From an optimization exercise on the open Yosys and OpenROAD flow, aimed at small area; shortcuts taken in it are not production practice.
Where RTL was checked, it was by simulation tests only, not by an equivalence proof against the original.

west:
## axis_xgmii_tx
module axis_xgmii_tx (
    input  logic        clk,
    input  logic        rst,
    input  logic [63:0] tdata_i,
    input  logic [7:0]  tkeep_i,
    input  logic        tvalid_i,
    input  logic        tlast_i,
    input  logic        tuser_i,
    output logic        tready_o,
    output logic [63:0] xgmii_d_o,
    output logic [7:0]  xgmii_c_o
);
For scale: ~1000 cells after synthesis, about 170 flip-flops, roughly 12000 um2 of cells after synthesis.
clock: 9.0 ns
lec_check: 0
cap_margin: 20
core_margin: 2
core_utilization: 40
gpl_timing_driven: 0
setup_slack_margin: 0.05
slew_margin: 20
synth_hierarchical: 1
standard.sh (not shown) runs the stock make flow with config.mk's settings and CLKGATE_MAP_FILE= SYNTH_SCRIPT=/design/flow/synth_recipe.tcl, a recipe that flattens the netlist after the stock synthesis.
==> flow/flow/run.sh <==
#!/bin/bash
# Layout: the standard flow (standard synthesis unchanged), with the port buffers made of
# the smallest plain buffer and downsizing where slack allows.
set -euo pipefail
export BUFFER_PORTS_ARGS="-buffer_cell sky130_fd_sc_hd__buf_1"
export RECOVER_POWER=100
bash standard.sh > standard_flow.log 2>&1
The following lists how east was set up differently from west:
- changing CORE_UTILIZATION from 40 to 55
- setting CTS_BUF_LIST to sky130_fd_sc_hd__clkbuf_8 for the first time
- changing GPL_TIMING_DRIVEN from 0 to 1
==> flow/flow/run.sh <==
#!/bin/bash
# Layout: the standard flow (standard synthesis unchanged), with the input and
# output port buffers made of the smallest plain buffer cell.
set -euo pipefail
export BUFFER_PORTS_ARGS="-buffer_cell sky130_fd_sc_hd__buf_1"
bash standard.sh > standard_flow.log 2>&1
Notes after the runs:
- east -> west: number of pins with negative max-slew slack in the final report delta 0, exact match
- Area of all placed cells without fillers (west / east): 1.14
- east has met3 layer usage reported by global route above what west had.
- The final reports for east and west show layout buffering overhead excluding clock cells lower in the former.
- Note that the number of standard cells in the layout, taps in and fillers out recorded for west amounts to 1.09 times the value seen in east.
- In east the horizontal die dimension turned out about 14% lower than in west.
- ~same register-to-register slack in east and west
- Growth of design area from synthesis to finish was higher in the run labelled west.
- Data arrival time at the worst-slack endpoint (east over west): increase, 0.04 ns
No functional check of the RTL was part of any run of this note.

========
## JK
axis_xgmii_tx, a different RTL version from the one above (not shown whole).
Size: ~1200 cells after synthesis, about 170 flip-flops, about 150 I/O pins.
export LEC_CHECK = 0
export CAP_MARGIN = 20
export CORE_MARGIN = 2
export CORE_UTILIZATION = 55
export CTS_BUF_LIST = sky130_fd_sc_hd__clkbuf_8
export GPL_TIMING_DRIVEN = 1
export SETUP_SLACK_MARGIN = 0.05
export SLEW_MARGIN = 20
export SYNTH_HIERARCHICAL = 1
create_clock -name core_clock -period 9.0 [get_ports {clk}]
==> flow/flow/run.sh <==
#!/bin/bash
# Layout: the standard flow (standard synthesis unchanged), with the input and
# output port buffers made of the smallest plain buffer cell, and timing-driven global
# placement keeping only the resizer changes made once the placement has spread out.
set -euo pipefail
export BUFFER_PORTS_ARGS="-buffer_cell sky130_fd_sc_hd__buf_1"
export GPL_KEEP_OVERFLOW=0.3
bash standard.sh > standard_flow.log 2>&1
Edits applied to the flow inputs when going from JK to MS:
- CORE_UTILIZATION: 55 -> 50
- GPL_TIMING_DRIVEN: 1 -> 0
- SETUP_SLACK_MARGIN: 0.05 -> 0.1
==> flow/flow/run.sh <==
#!/bin/bash
# Layout: the standard flow (standard synthesis unchanged), with the input and
# output port buffers made of the smallest plain buffer cell.
set -euo pipefail
export BUFFER_PORTS_ARGS="-buffer_cell sky130_fd_sc_hd__buf_1"
bash standard.sh > standard_flow.log 2>&1
Findings:
- MS has completed all stages; timing, DRC and antenna checks passed.
- Against JK as the reference, MS delivers a higher minimum clock period after layout.
- Going from JK to MS, cell count fell 2.2%; met1 track demand over resource fell 3.9 points; sequential portion of the cell area fell 0.37 points.
- Taking JK as the reference, in MS clock tree cell share of total cell area flat; vias after detailed routing -434.
Modified inputs, AL compared to MS
- SETUP_SLACK_MARGIN now 0.05, was 0.1
- CORE_UTILIZATION now 40, was 50
- GPL_TIMING_DRIVEN now 1, was 0
==> comparison <==
When AL is set beside MS, its die area turns out to be 6400 um2 larger. AL ends up with a sum of routed wire length over all layers that is about 2.6% higher than in MS. [AL vs MS] critical path depth: higher in AL. Compared with MS, in AL core utilization shows a reduction of 12 points; non-filler instance count after layout shows an increase of 133.
#### Input delta (TR over AL)
- a change of GPL_TIMING_DRIVEN from 1 to 0
==> flow/flow/run.sh <==
#!/bin/bash
# Layout: the standard flow (standard synthesis unchanged), with the port buffers made of
# the smallest plain buffer and downsizing where slack allows.
set -euo pipefail
export BUFFER_PORTS_ARGS="-buffer_cell sky130_fd_sc_hd__buf_1"
export RECOVER_POWER=100
bash standard.sh > standard_flow.log 2>&1
==> comparison <==
- Layout checks on TR: not met. Flow itself completed; violations: max-capacitance violations, max-slew violations.
- TR: global router's overall resource usage is 0.16 points higher than what AL reported.
- Re number of endpoints with negative hold slack in the final report: no difference whatsoever between AL and TR.
- | minimum period implied by the final worst setup slack | TR vs AL | worse |
- Final-stage net count of TR falls short of that of AL by a few percent.

[port drivers added, routing unchanged]
In the flow no input, the clock included, has a driving cell. The finished layouts below were timed again as built, in two steps.
Step 1, drivers: a clkbuf_16 drives clk and a buf_2 each remaining input, both assumed.
Step 2 times the ports against the registers' clock, not the clock port: input delays grow and output delays shrink by t, the midpoint of the rising clock arrivals with the driver on.
Slacks: ideal / step 1 / step 2; pairs: ideal / step 1.
| run | shift t [ns] | setup WS [ns] | latest minus earliest clock arrival (ns) | worst register clock-pin slew, ns | pins driven straight from the clock port |
|---|---|---|---|---|---|
| west | 0.500 | 0.287 / 0.287 / 0.287 | 0.012 / 0.011 | 0.08 / 0.08 | 1 |
| east | 0.521 | 0.275 / 0.275 / 0.275 | 0.020 / 0.020 | 0.12 / 0.12 | 1 |
| JK | 0.515 | 0.370 / 0.370 / 0.370 | 0.024 / 0.024 | 0.12 / 0.12 | 1 |
| MS | 0.508 | 0.201 / 0.201 / 0.201 | 0.024 / 0.023 | 0.11 / 0.11 | 1 |
| AL | 0.538 | 0.422 / 0.422 / 0.422 | 0.023 / 0.024 | 0.12 / 0.12 | 1 |
| TR | 0.548 | 0.324 / 0.324 / 0.324 | 0.027 / 0.027 | 0.11 / 0.11 | 1 |
